From an optimization exercise on the open Yosys and OpenROAD flow, aimed at small area, a short achievable clock period and few clock cycles per item; shortcuts taken in it are not production practice. Only simulation tests tie the RTL to the original design; equivalence was not proved. Power is estimated from default activity; no workload was simulated.

==> run H <==
Design polyline_proximity_warning_core, start of the top module:
module polyline_proximity_warning_core (
  input  logic        clk,
  input  logic        rst_n,
  input  logic        in_tvalid,
  output logic        in_tready,
  input  logic [55:0] in_tdata,    
  input  logic [1:0]  in_tuser,    
  output logic        out_tvalid,
  input  logic        out_tready,
  output logic [31:0] out_tdata,   
  input  logic        cfg_we,
  input  logic [1:0]  cfg_index,
  input  logic [22:0] cfg_wdata
);
==> flow/config.mk <==
export PLATFORM = sky130hd
export DESIGN_NAME = polyline_proximity_warning_core
export DESIGN_NICKNAME = polyline_proximity_warning_core
export VERILOG_FILES = /design/flow/design.v
export SDC_FILE = /design/flow/constraint.sdc
export NUM_CORES = 8
export LEC_CHECK = 0
export ABC_AREA = 1
export CAP_MARGIN = 20
export CORE_MARGIN = 2
export CORE_UTILIZATION = 40
export SETUP_SLACK_MARGIN = 5
export SLEW_MARGIN = 20
==> flow/constraint.sdc <==
create_clock -name core_clock -period 11.0 [get_ports {clk}]
set_input_delay 2.2000 -clock core_clock [delete_from_list [all_inputs] [get_ports {clk}]]
set_output_delay 2.2000 -clock core_clock [all_outputs]
set_load 0.01 [all_outputs]
run.sh (not shown) runs the stock make flow with config.mk's settings and CLKGATE_MAP_FILE= SYNTH_SCRIPT=/design/flow/synth_recipe.tcl, a recipe that flattens the netlist after the stock synthesis.
==> run P (differences from run H) <==
--- a/flow/design.v
+++ b/flow/design.v
@@ -185,15 +185,15 @@
   logic [LW-1:0]          d_r;
   logic [LW+1:0]          d3_r;
   logic [CCW-1:0]         c_r;
   logic                   clamp_a, clamp_b, clamp_r, csel_b_r, sat_r;
   logic signed [CCW-1:0]  dot, cval;
   logic signed [CCW+23:0] cscl;
   logic                   c_ovf, pre_sat, hand, be_kill, be_free;
-  logic                   be_tag_r;
+  logic                   be_tag_r, be_dead_r;
   logic [RW-1:0]          rm_r;
   logic [47:0]            nlo_r;
   logic [TW-1:0]          t_r;
   logic [LW-1:0]          bd_r;
   logic [LW+1:0]          bd3_r;
   logic [RB-1:0]          root_r;
   logic                   early;
@@ -277,19 +277,19 @@
   assign act0 = (fst_r[0] != F_IDLE);
   assign act1 = (fst_r[1] != F_IDLE);
   assign xj   = (act0 && act1) ? old_r : act1;
   assign nj   = act0;                       
   for (genvar j = 0; j < 2; j++) begin : g_ctx
     assign fk[j]  = (fst_r[j] != F_IDLE) && kill[ftg_r[j]];
     assign fl[j]  = (fst_r[j] == F_MUL) && (clamp_r ? (stp_r[j] == 5'd17) : (stp_r[j] == 5'd13));
-    assign ff[j]  = (fl[j] || (fst_r[j] == F_WAIT)) && !fk[j];
+    assign ff[j]  = fl[j] || (fst_r[j] == F_WAIT);
   end
   assign pre_sat = (acc_r[NW-1:48] >= (NW-48)'(d_r));
-  assign be_kill = (sst_r != S_IDLE) && kill[be_tag_r];
-  assign be_free = (sst_r == S_IDLE) || (sst_r == S_FIN) || be_kill;
+  assign be_kill = (sst_r != S_IDLE) && (kill[be_tag_r] || be_dead_r);
+  assign be_free = (sst_r == S_IDLE) || (sst_r == S_FIN);
   assign hand    = ff[0] || ff[1];
   assign hsel    = ff[1];
   assign be_ok   = be_free || (sst_r == S_SQD && cnt_r <= 5'd4);
   assign tail_ok = (fst_r[xj] == F_MUL) && (stp_r[xj] >= (clamp_r ? 5'd13 : 5'd11));
   assign ready   = (!act0 && !act1) || ((act0 != act1) && tail_ok && be_ok);
   always_ff @(posedge clk) begin
     if (!rst_n) begin
@@ -362,14 +362,15 @@
   assign bit_ok = !diff[RW+2];
   assign t_up   = TW'({t_r, 1'b0}) + TW'(bd3_r);
   assign t_dn   = TW'({t_r, 1'b0}) - TW'(bd_r);
   assign early  = (root_r >= (be_tag_r ? bnd1 : bnd0));
   always_ff @(posedge clk) begin
     if (hand && be_free) begin
       be_tag_r <= ftg_r[hsel];
+      be_dead_r <= kill[ftg_r[hsel]];
       rm_r   <= RW'(acc_r[NW-1:48]);
       nlo_r  <= acc_r[47:0];
       t_r    <= TW'(d_r);
       bd_r   <= d_r;
       bd3_r  <= d3_r;
       root_r <= '0;
       cnt_r  <= clamp_r ? 5'(RB) : (fkb_r[hsel] + 5'd1);
@@ -379,15 +380,15 @@
       rm_r   <= bit_ok ? RW'(diff) : RW'(rm2);
       nlo_r  <= {nlo_r[45:0], 2'b00};
       if (bit_ok) root_r[cnt_r - 5'd1] <= 1'b1;
       t_r    <= bit_ok ? t_up : t_dn;
       if (early) bsat_r <= 1'b1;
     end
   end
-  assign done    = (sst_r == S_FIN);
+  assign done    = (sst_r == S_FIN) && !be_dead_r;
   assign tag_out = be_tag_r;
   assign r    = (bsat_r || root_r[RB-1]) ? ppw_pkg::DistSat : root_r[ppw_pkg::DistW-1:0];
 endmodule
 module ppw_post (
   input  logic                      clk,
   input  logic                      rst_n,
   input  logic                      start,
@@ -488,16 +489,16 @@
   output logic        out_tvalid,
   input  logic        out_tready,
   output logic [31:0] out_tdata,   
   input  logic        cfg_we,
   input  logic [1:0]  cfg_index,
   input  logic [22:0] cfg_wdata
 );
-  localparam int Lanes = 3;
-  localparam int SC    = 8;                    
+  localparam int Lanes = 2;
+  localparam int SC    = 6;                    
   localparam int NP    = ppw_pkg::MaxPoints;
   localparam int SL    = (NP + Lanes - 1) / Lanes;   
   localparam int CW    = ppw_pkg::CoordW;
   localparam int QW    = CW - SC;              
   localparam int VW    = ppw_pkg::VtxW;
   localparam int IW    = ppw_pkg::IdxW;
   localparam int GW    = QW;                   
@@ -562,15 +563,15 @@
   logic            s_need_r, p_wait_r, k_held_r;
   logic [KW-1:0]   pk_r  [NK];
   logic            pkv_r [NK];
   logic [UW-1:0]   pu_r;
   logic            sw_run_r, sw_for_b_r, b_live_r;
   logic [5:0]      t_r;
   logic [KW-1:0]   lastkey_r;
-  logic [QW-1:0]   sqx, sqz;                 
+  logic [QW-1:0]   sqx_r, sqz_r;             
   logic [UW-1:0]   u_r;
   logic [KW-1:0]   k_r [NK];
   logic            kv_r [NK];
   logic            sw_start, sw_start_b, sw_abort, last_issue, merge_last;
   logic            a_new, a_restart, hand_sp, short_go, park_now, park_held, mad_r;
   logic [GW-1:0]   lg_r  [Lanes];
   logic [IW-1:0]   lj_r  [Lanes];
@@ -580,31 +581,29 @@
   logic            s1_vld_r;
   function automatic logic [QW:0] wdiff(input logic [QW-1:0] p, input logic [CW-1:0] v);
     wdiff = (QW+1)'($signed(p)) - (QW+1)'($signed(v[CW-1:SC]));
   endfunction
   function automatic logic [QW-1:0] omag(input logic [QW:0] w);
     omag = w[QW] ? ~w[QW-1:0] : w[QW-1:0];
   endfunction
-  assign sqx = sw_for_b_r ? pbx_r[sw_slot_r][CW-1:SC] : psx_r[CW-1:SC];
-  assign sqz = sw_for_b_r ? pbz_r[sw_slot_r][CW-1:SC] : psz_r[CW-1:SC];
   logic [QW:0]     wax_r [Lanes], waz_r [Lanes], wbx_r [Lanes], wbz_r [Lanes];
   logic            altx_r [Lanes], altz_r [Lanes];
   logic [IW-1:0]   j0_r  [Lanes];
   logic            lin_r [Lanes];              
   logic            s0_vld_r, s0_first_r, s0_last_r, s0_b_r;
   logic            s1_first_r, s1_last_r, s1_b_r;
   always_ff @(posedge clk) begin
     for (int k = 0; k < Lanes; k++) begin
       logic [VW-1:0] va, vb;
       va = slot(ring, k * SL);
       vb = slot(ring, k * SL + 1);
-      wax_r[k]  <= wdiff(sqx, va[CW-1:0]);
-      waz_r[k]  <= wdiff(sqz, va[VW-1:CW]);
-      wbx_r[k]  <= wdiff(sqx, vb[CW-1:0]);
-      wbz_r[k]  <= wdiff(sqz, vb[VW-1:CW]);
+      wax_r[k]  <= wdiff(sqx_r, va[CW-1:0]);
+      waz_r[k]  <= wdiff(sqz_r, va[VW-1:CW]);
+      wbx_r[k]  <= wdiff(sqx_r, vb[CW-1:0]);
+      wbz_r[k]  <= wdiff(sqz_r, vb[VW-1:CW]);
       altx_r[k] <= ($signed(va[CW-1:SC]) < $signed(vb[CW-1:SC]));
       altz_r[k] <= ($signed(va[VW-1:CW+SC]) < $signed(vb[VW-1:CW+SC]));
       j0_r[k]   <= head + IW'(k * SL);
       lin_r[k]  <= (32'(t_r) < NP - k * SL);
     end
     s0_vld_r   <= sw_run_r && !sw_abort && rst_n;
     s0_first_r <= (t_r == '0);
@@ -666,30 +665,17 @@
       rk[i] = '0;
       for (int j = 0; j < NE; j++) if (j != i && !lt[i][j]) rk[i] = rk[i] + 3'd1;
     end
     for (int s = 0; s < NK; s++) begin
       nk[s] = '0; nkv[s] = 1'b0;
       for (int i = 0; i < NE; i++) if (rk[i] == 3'(s)) begin nk[s] = ek[i]; nkv[s] = ev[i]; end
     end
-    begin
-      logic [UW-1:0] uv [Lanes+1];
-      logic          ue [Lanes+1];
-      logic          win [Lanes+1];
-      uv[0] = u_r; ue[0] = !s1_first_r;
-      for (int k = 0; k < Lanes; k++) begin
-        uv[k+1] = lu_r[k]; ue[k+1] = s1_vld_r && lvv_r[k];
-      end
-      nu = '1;
-      for (int i = 0; i <= Lanes; i++) begin
-        win[i] = ue[i];
-        for (int j = 0; j <= Lanes; j++)
-          if (j != i && ue[j] && ((j < i) ? (uv[j] <= uv[i]) : (uv[j] < uv[i]))) win[i] = 1'b0;
-        if (win[i]) nu = uv[i];
-      end
-    end
+    nu = s1_first_r ? '1 : u_r;
+    for (int k = 0; k < Lanes; k++)
+      if (s1_vld_r && lvv_r[k] && lu_r[k] < nu) nu = lu_r[k];
   end
   assign last_issue = sw_run_r && (t_r == 6'(SL - 1));
   assign merge_last = s1_vld_r && s1_last_r;
   typedef enum logic [1:0] {B_IDLE, B_RUN, B_RSW, B_DONE} bst_t;
   bst_t            bst_r   [2];
   logic [CW-1:0]   pbx_r   [2];
   logic [CW-1:0]   pbz_r   [2];
@@ -707,14 +693,15 @@
   logic            ev_start, ev_done, ev_ready, ev_tag, ev_slot, ev_opsel;
   logic [1:0]      ev_kill;
   logic [DW-1:0]   ev_r;
   logic            want [2];
   logic            keep [2];
   logic            done_s [2];
   logic            fin_s [2];
+  logic            fin_nd [2];
   logic            more_s [2];
   logic            cancel_s [2];
   logic            take_rsw_s [2];
   logic            spec_s [2];
   logic            req_s [2];
   logic [1:0]      nres_nx [2];
   logic [DW-1:0]   best_nx;
@@ -767,14 +754,16 @@
       ev_kill[q]  = kil;
       nres_nx[q]  = !done_s[q] ? nres_r[q] : (kil ? nst_r[q] : nres_r[q] + 2'd1);
       infl  = (nres_nx[q] != nst_r[q]);
       nxq   = (nst_r[q] < 2'(ND)) && qx[nst_r[q]];
       keep[q]   = (bst_r[q] == B_RUN) && nxq;
       want[q]   = (bst_r[q] == B_RUN) && (nst_r[q] < 2'(ND)) && qn[nst_r[q]] && !done_s[q];
       fin_s[q]  = (bst_r[q] == B_RUN) && !infl && !nxq;
+      fin_nd[q] = (bst_r[q] == B_RUN) && (nres_r[q] == nst_r[q]) &&
+                  !((nst_r[q] < 2'(ND)) && qn[nst_r[q]]);
       more_s[q] = (nst_r[q] == 2'(ND)) && !kil && qx[ND];
       cancel_s[q] = fin_s[q] && !more_s[q] && rsw_req_r[q];
       take_rsw_s[q] = (bst_r[q] == B_RSW) && rsw_rdy_r && (rsw_slot_r == 1'(q));
       spec_s[q] = (nst_r[q] == 2'(ND - 1)) && qn[ND];
       req_s[q]  = ((bst_r[q] == B_RSW) && !rsw_req_r[q]) ||
                   (ev_start && ev_slot == 1'(q) && spec_s[q] && !rsw_req_r[q]);
     end
@@ -825,16 +814,18 @@
     if (ev_start) begin
       op_a_r <= nxt_a_r;
       op_b_r <= nxt_b_r;
     end
   end
   always_comb begin
     logic ok0, ok1;
-    ok0 = breq_r[0] && !fin_s[0] && ((bst_r[0] == B_RSW) || (bst_r[0] == B_RUN && !sw_run_r && !s_vld_r && !i_vld_r));
-    ok1 = breq_r[1] && !fin_s[1] && ((bst_r[1] == B_RSW) || (bst_r[1] == B_RUN && !sw_run_r && !s_vld_r && !i_vld_r));
+    ok0 = breq_r[0] && !done_s[0] && !fin_nd[0] &&
+          ((bst_r[0] == B_RSW) || (bst_r[0] == B_RUN && !sw_run_r && !s_vld_r && !i_vld_r));
+    ok1 = breq_r[1] && !done_s[1] && !fin_nd[1] &&
+          ((bst_r[1] == B_RSW) || (bst_r[1] == B_RUN && !sw_run_r && !s_vld_r && !i_vld_r));
     sw_start_b_any = 1'b0;
     rsw_slot_nx    = 1'b0;
     if (!b_sw_busy) begin
       if (head_r ? ok1 : ok0)      begin sw_start_b_any = 1'b1; rsw_slot_nx = head_r;  end
       else if (head_r ? ok0 : ok1) begin sw_start_b_any = 1'b1; rsw_slot_nx = !head_r; end
     end
   end
@@ -955,24 +946,34 @@
       pu_r <= u_r;
     end
     if (sw_start_b || sw_start) begin
       t_r        <= '0;
       sw_for_b_r <= sw_start_b;
       sw_slot_r  <= rsw_slot_nx;
       lastkey_r  <= {g_r[rsw_slot_nx][ND-1], cj_r[rsw_slot_nx][ND-1]};
+      if (sw_start_b) begin
+        sqx_r <= pbx_r[rsw_slot_nx][CW-1:SC];
+        sqz_r <= pbz_r[rsw_slot_nx][CW-1:SC];
+      end else if (a_new) begin
+        sqx_r <= pix_r[CW-1:SC];
+        sqz_r <= piz_r[CW-1:SC];
+      end else begin
+        sqx_r <= psx_r[CW-1:SC];
+        sqz_r <= psz_r[CW-1:SC];
+      end
     end else if (sw_run_r) begin
       t_r <= t_r + 6'd1;
     end
     if (s1_vld_r) begin
       u_r <= nu;
       for (int i = 0; i < NK; i++) begin k_r[i] <= nk[i]; kv_r[i] <= nkv[i]; end
     end
     if (merge_last && s1_b_r) rsw_slot_r <= sw_slot_r;
     for (int q = 0; q < 2; q++) begin
-      if (!rst_n || (take_a && tslot == 1'(q)) || take_rsw_s[q] || cancel_s[q] ||
+      if (!rst_n || (take_a && tslot == 1'(q)) || take_rsw_s[q] ||
           (sw_start_b && rsw_slot_nx == 1'(q)) ||
           !(bst_r[q] == B_RUN || bst_r[q] == B_RSW))
         breq_r[q] <= 1'b0;
       else if (req_s[q])
         breq_r[q] <= 1'b1;
       bnd_r[q] <= bnd_of(thr_r[q], binf_r[q], best_r[q]);
       if (take_a && tslot == 1'(q)) begin
Settings changed: ABC_AREA 1 to default.
==> run notes <==
In run H the die area is higher than in run P, by about 5%. Flip-flop and latch count: run H is higher than run P (16). Against run P, the worst setup slack of run H is better by 0.16 ns. In run H the critical path depth is higher than in run P, by 3. Against run H, the synthesized cell count of run P is lower by 19%. In run H the clock power is higher than in run P, by about 2%. Against run H, the wire length of run P is smaller by 15%.
Testbench counts of run H, summed over its fixed seeds: cycles 26,646, queries 640.
Testbench counts of run P, summed over its fixed seeds: cycles 28,061, queries 640.

---

==> 04-19: inputs <==
polyline_proximity_warning_core, a different RTL version from the one above (not shown whole).
Settings: LEC_CHECK=0, CAP_MARGIN=20, CORE_MARGIN=2, CORE_UTILIZATION=40, SETUP_SLACK_MARGIN=5, SLEW_MARGIN=20; clock period 11.0 ns.
==> 02-23 (differences from 04-19) <==
--- a/flow/design.v
+++ b/flow/design.v
@@ -85,13 +85,11 @@
   logic [ppw_pkg::IdxW-1:0]   paddr_r;
   logic [VW-1:0]              pdata_r;
   logic                       restore;
   logic [VW-1:0]              tail_in;
   assign restore = !rst_n || (rcnt_r != '0);
-  logic match_r;
-  always_ff @(posedge clk) match_r <= ((wr_req ? wr_addr : paddr_r) == head_r + 1'b1);
-  assign wr_fire = pend_r && match_r && wr_ok && rst_n;
+  assign wr_fire = pend_r && (paddr_r == head_r) && wr_ok && rst_n;
   always_comb begin
     tail_in = ring_r[0];
     if (!rst_n)       tail_in = ppw_pkg::default_vtx(ppw_pkg::IdxW'(ppw_pkg::MaxPoints - 1));
     else if (restore) tail_in = ppw_pkg::default_vtx(head_r);
     else if (wr_fire) tail_in = pdata_r;
@@ -154,19 +152,17 @@
   typedef enum logic [1:0] {F_IDLE, F_MUL, F_WAIT} fst_t;
   typedef enum logic [1:0] {S_IDLE, S_SQD, S_FIN} sst_t;
   typedef enum logic [2:0] {T_NONE, T_SET, T_ADD, T_SUB, T_ADD25, T_ADD48} tag_t;
   fst_t                   fst_r;
   sst_t                   sst_r;
-  logic [4:0]             step_r;
+  logic [3:0]             step_r;
   logic [4:0]             kb_r;
   logic signed [DW-1:0]   sa, sb;           
   logic                   sa_z, sa_b, sb_z;
   logic signed [OW-1:0]   ma, mb, ma_r, mb_r;
   logic                   ma_sa, ma_sb, mb_sa, mb_sb, m_cl_a, m_cl_b, m_ch_a, m_ch_b;
-  tag_t                   tag, ctag, tags_r, tag1_r, tagm_r, tag2_r;
-  logic signed [DW-1:0]   sa_r, sb_r;
-  logic                   ma_sa_r, ma_sb_r, mb_sa_r, mb_sb_r;
+  tag_t                   tag, tag1_r, tagm_r, tag2_r;
   logic signed [PW-1:0]   p_r;
   logic signed [OW+13:0]  pl_r;              
   logic signed [OW+11:0]  ph_r;              
   logic signed [NW-1:0]   acc_r, acc_a, acc_b, acc_s;
   logic                   acc_cin;
@@ -195,44 +191,41 @@
   assign clamp_a = (d_r == '0) || dot[CCW-1] || (dot == '0);
   assign clamp_b = !clamp_a && ($signed({2'b00, d_r}) <= dot);
   always_comb begin
     sa_z = 1'b0; sa_b = 1'b0; sb_z = 1'b0; tag = T_NONE;
     ma_sa = 1'b0; ma_sb = 1'b0; mb_sa = 1'b0; mb_sb = 1'b0;
+    m_cl_a = 1'b0; m_cl_b = 1'b0; m_ch_a = 1'b0; m_ch_b = 1'b0;
     case (step_r)
-      5'd0: begin ma_sa = 1'b1; mb_sb = 1'b1; sb_z = 1'b1; tag = T_SET; end           
-      5'd1: begin ma_sa = 1'b1; sa_z = 1'b1; mb_sb = 1'b1; tag = T_SUB; end           
-      5'd2: begin ma_sb = 1'b1; mb_sb = 1'b1; tag = T_SET; end                        
-      5'd3: begin ma_sb = 1'b1; mb_sb = 1'b1; sb_z = 1'b1; tag = T_ADD; end           
-      5'd4: begin ma_sa = 1'b1; mb_sb = 1'b1; tag = T_SET; end                        
-      5'd5: begin ma_sa = 1'b1; sa_z = 1'b1; mb_sb = 1'b1; sb_z = 1'b1; tag = T_ADD; end  
-      5'd10: if (clamp_a || clamp_b) begin
+      4'd0: begin ma_sa = 1'b1; mb_sb = 1'b1; sb_z = 1'b1; tag = T_SET; end           
+      4'd1: begin ma_sa = 1'b1; sa_z = 1'b1; mb_sb = 1'b1; tag = T_SUB; end           
+      4'd2: begin ma_sb = 1'b1; mb_sb = 1'b1; tag = T_SET; end                        
+      4'd3: begin ma_sb = 1'b1; mb_sb = 1'b1; sb_z = 1'b1; tag = T_ADD; end           
+      4'd4: begin ma_sa = 1'b1; mb_sb = 1'b1; tag = T_SET; end                        
+      4'd5: begin ma_sa = 1'b1; sa_z = 1'b1; mb_sb = 1'b1; sb_z = 1'b1; tag = T_ADD; end  
+      4'd6: begin m_cl_a = 1'b1; m_cl_b = 1'b1; tag = T_SET; end                      
+      4'd7: begin m_ch_a = 1'b1; m_cl_b = 1'b1; tag = T_ADD25; end                    
+      4'd8: begin m_ch_a = 1'b1; m_ch_b = 1'b1; tag = T_ADD48; end                   
+      4'd9: if (clamp_a || clamp_b) begin
         ma_sa = 1'b1; mb_sa = 1'b1; sa_b = clamp_b; tag = T_SET;                      
       end
-      5'd11: if (clamp_r) begin
+      4'd10: if (clamp_r) begin
         ma_sa = 1'b1; mb_sa = 1'b1; sa_z = 1'b1; sa_b = csel_b_r; tag = T_ADD;        
       end
       default: ;
     endcase
-    m_cl_a = 1'b0; m_cl_b = 1'b0; m_ch_a = 1'b0; m_ch_b = 1'b0; ctag = T_NONE;
-    case (step_r)
-      5'd7: begin m_cl_a = 1'b1; m_cl_b = 1'b1; ctag = T_SET; end                     
-      5'd8: begin m_ch_a = 1'b1; m_cl_b = 1'b1; ctag = T_ADD25; end                   
-      5'd9: begin m_ch_a = 1'b1; m_ch_b = 1'b1; ctag = T_ADD48; end                   
-      default: ;
-    endcase
   end
   always_comb begin
     ma = '0;
-    if (ma_sa_r) ma = OW'(sa_r);
-    if (ma_sb_r) ma = OW'(sb_r);
-    if (m_cl_a)  ma = $signed({1'b0, c_r[23:0]});
-    if (m_ch_a)  ma = $signed(c_r[CCW-1:24]);
+    if (ma_sa)  ma = OW'(sa);
+    if (ma_sb)  ma = OW'(sb);
+    if (m_cl_a) ma = $signed({1'b0, c_r[23:0]});
+    if (m_ch_a) ma = $signed(c_r[CCW-1:24]);
     mb = '0;
-    if (mb_sa_r) mb = OW'(sa_r);
-    if (mb_sb_r) mb = OW'(sb_r);
-    if (m_cl_b)  mb = $signed({1'b0, c_r[23:0]});
-    if (m_ch_b)  mb = $signed(c_r[CCW-1:24]);
+    if (mb_sa)  mb = OW'(sa);
+    if (mb_sb)  mb = OW'(sb);
+    if (m_cl_b) mb = $signed({1'b0, c_r[23:0]});
+    if (m_ch_b) mb = $signed(c_r[CCW-1:24]);
   end
   assign cval  = acc_r[CCW-1:0];
   assign cscl  = (CCW+24)'(cval) <<< (5'd23 - kb_r);
   assign c_ovf = !((cscl[CCW+23:CCW-2] == '0) || (cscl[CCW+23:CCW-2] == '1));
   always_comb begin
@@ -245,11 +238,11 @@
       T_ADD48: acc_b = NW'(p_r) <<< 48;
       default: ;
     endcase
   end
   assign acc_s = acc_a + acc_b + NW'(acc_cin);
-  assign f_last  = (fst_r == F_MUL) && (clamp_r ? (step_r == 5'd16) : (step_r == 5'd13));
+  assign f_last  = (fst_r == F_MUL) && (clamp_r ? (step_r == 4'd14) : (step_r == 4'd12));
   assign f_fin   = f_last || (fst_r == F_WAIT);
   assign pre_sat = (acc_r[NW-1:48] >= (NW-48)'(d_r));
   assign hand    = f_fin && (sst_r == S_IDLE || (sst_r == S_FIN));
   assign ready   = (fst_r == F_IDLE);
   always_ff @(posedge clk) begin
@@ -273,18 +266,11 @@
     end
   end
   always_ff @(posedge clk) begin
     ma_r   <= ma;
     mb_r   <= mb;
-    sa_r    <= sa;
-    sb_r    <= sb;
-    ma_sa_r <= ma_sa && (fst_r == F_MUL);
-    ma_sb_r <= ma_sb && (fst_r == F_MUL);
-    mb_sa_r <= mb_sa && (fst_r == F_MUL);
-    mb_sb_r <= mb_sb && (fst_r == F_MUL);
-    tags_r  <= (fst_r == F_MUL) ? tag : T_NONE;
-    tag1_r  <= (tags_r != T_NONE) ? tags_r : ((fst_r == F_MUL) ? ctag : T_NONE);
+    tag1_r <= (fst_r == F_MUL) ? tag : T_NONE;
     pl_r   <= ma_r * $signed({1'b0, mb_r[12:0]});
     ph_r   <= ma_r * $signed(mb_r[OW-1:13]);
     tagm_r <= tag1_r;
     p_r    <= PW'(pl_r) + (PW'(ph_r) <<< 13);
     tag2_r <= tagm_r;
@@ -292,22 +278,22 @@
       step_r <= '0;
       kb_r   <= kb;
       sat_r  <= 1'b0;
     end
     if (fst_r == F_MUL) begin
-      step_r <= step_r + 5'd1;
+      step_r <= step_r + 4'd1;
       if (tag2_r != T_NONE) acc_r <= acc_s;
-      if (step_r == 5'd6) c_r <= CCW'(cscl);            
-      if (step_r == 5'd6) sat_r <= c_ovf;
-      if (step_r == 5'd8) d_r <= acc_r[LW-1:0];         
-      if (step_r == 5'd9) d3_r <= (LW+2)'(d_r) + (LW+2)'({d_r, 1'b0});
-      if (step_r == 5'd10) begin                        
+      if (step_r == 4'd5) c_r <= CCW'(cscl);            
+      if (step_r == 4'd5) sat_r <= c_ovf;
+      if (step_r == 4'd7) d_r <= acc_r[LW-1:0];         
+      if (step_r == 4'd8) d3_r <= (LW+2)'(d_r) + (LW+2)'({d_r, 1'b0});
+      if (step_r == 4'd9) begin                         
         clamp_r  <= clamp_a || clamp_b;
         csel_b_r <= clamp_b;
         if (clamp_a || clamp_b) sat_r <= 1'b0;
       end
-      if (step_r == 5'd11 && clamp_r) begin
+      if (step_r == 4'd10 && clamp_r) begin
         d_r  <= LW'(1);
         d3_r <= (LW+2)'(3);
       end
     end
   end
@@ -447,11 +433,11 @@
   localparam int QW    = CW - SC;              
   localparam int VW    = ppw_pkg::VtxW;
   localparam int IW    = ppw_pkg::IdxW;
   localparam int GW    = QW;                   
   localparam int KW    = GW + IW;              
-  localparam int UW    = QW + 2;               
+  localparam int UW    = QW + 1;               
   localparam int DW    = ppw_pkg::DistW;
   logic [ppw_pkg::PointsW-1:0] points_r;
   logic [DW-1:0]               warn_r, shoot_r;
   logic [ppw_pkg::StepW-1:0]   step_r;
   logic [IW:0]                 n_cur;
@@ -555,19 +541,21 @@
     else if (lo[QW]) gap2 = ~lo[QW-1:0];     
     else             gap2 = '0;
   endfunction
   always_ff @(posedge clk) begin
     for (int k = 0; k < Lanes; k++) begin
-      logic [QW-1:0] gx, gz, mx, mz;
+      logic [QW-1:0] gx, gz, mx, mz, mhi, mlo;
       gx  = gap2(altx_r[k], wax_r[k], wbx_r[k]);
       gz  = gap2(altz_r[k], waz_r[k], wbz_r[k]);
       mx  = omag(wax_r[k]);
       mz  = omag(waz_r[k]);
+      mhi = (mx > mz) ? mx : mz;
+      mlo = (mx > mz) ? mz : mx;
       lg_r[k]  <= (gx > gz) ? gx : gz;
       lj_r[k]  <= j0_r[k];
       lsv_r[k] <= ((IW+1)'(j0_r[k]) + (IW+1)'(2) <= n_cur);
-      lu_r[k]  <= UW'(mx) + UW'(mz) + UW'(5);
+      lu_r[k]  <= UW'(mhi) + UW'(mlo[QW-1:1]) + UW'(5);
       lvv_r[k] <= ((IW+1)'(j0_r[k]) < n_cur);
     end
     s1_vld_r <= s0_vld_r && !sw_any_start;
   end
   logic [KW-1:0]   nk [3];
Settings changed: ABC_CLOCK_PERIOD_IN_PS from default to 4000.
==> notes <==
In 04-19 the routed wire length is lower than in 02-23, by about 1.3%.
In sequential power, 04-19 and 02-23 hardly differ.
In 04-19 the first-iteration DRC count is smaller than in 02-23, by 1.8%.
Fmax: 04-19 is larger than 02-23 (about 2.8%).
Critical path depth: 02-23 is lower than 04-19 (2).
Between 02-23 and 04-19, the lower hold slack is in 04-19 (gap 0.014 ns).
==> figures <==
Number of buffers added by the clock tree synthesis step: 02-23 477; 04-19 479
Data arrival time of the worst path: 02-23 7.40 ns; 04-19 7.26 ns
Post-synthesis share of cell area spent on xor and xnor gates: 02-23 2.99%; 04-19 2.86%
Met1 Routed Length: 02-23 281000 um; 04-19 272000 um
Number of enable flip-flop cells after synthesis: 02-23 1356; 04-19 1352
Via count of the first global-routing pass: 02-23 142000; 04-19 144000
Total buffers and inverters traversed by the critical path: 02-23 3; 04-19 5
Status: 02-23 no timing/DRC/antenna violations; 04-19 no timing/DRC/antenna violations
Vias per std cell: 02-23 5.32; 04-19 5.34
Maximum clock rate: 02-23 0.153 GHz; 04-19 0.157 GHz
Fill cell count: 02-23 49900; 04-19 49800
Global-route met3 utilization: 02-23 3.49%; 04-19 3.37%
Placed insts: 02-23 26700; 04-19 26900
Testbench counts of 04-19, summed over its fixed seeds: cycles 41,456, queries 640.
Testbench counts of 02-23, summed over its fixed seeds: cycles 40,818, queries 640.

==> afterwards: timing with drivers on the ports <==
How much do the figures lean on ideal ports? The routed layouts below were timed once more, with nothing changed but the port constraints.
Step 1 (the two cells are an assumption about what drives the block):
set clk [get_ports {clk}]
set_driving_cell -lib_cell sky130_fd_sc_hd__clkbuf_16 $clk
set_driving_cell -lib_cell sky130_fd_sc_hd__buf_2 [delete_from_list [all_inputs] $clk]
Step 2 times the ports against the registers' clock, not the clock port: input delays grow and output delays shrink by t, the midpoint of the rising clock arrivals with the driver on.
Slacks: ideal ports / drivers / drivers and shift; pairs: ideal ports / drivers.
run | t (ns) | setup slack, ns | hold slack, ns | worst setup path after step 2 | clock arrival spread, ns
run H | 1.202 | 4.981 / 4.981 / 4.728 | 0.294 / 0.294 / 0.294 | input to register | 0.110 / 0.110
run P | 1.176 | 4.821 / 4.821 / 4.821 | 0.304 / 0.304 / 0.304 | register to register | 0.065 / 0.065
04-19 | 1.129 | 4.646 / 4.646 / 4.646 | 0.242 / 0.242 / 0.242 | register to register | 0.145 / 0.145
02-23 | 1.153 | 4.466 / 4.466 / 4.466 | 0.256 / 0.256 / 0.256 | register to register | 0.137 / 0.137
After both steps setup and hold are still met in every run listed. The setup slack of run H, which loses most, moves by 0.000 ns with the drivers and by -0.253 ns with both steps.
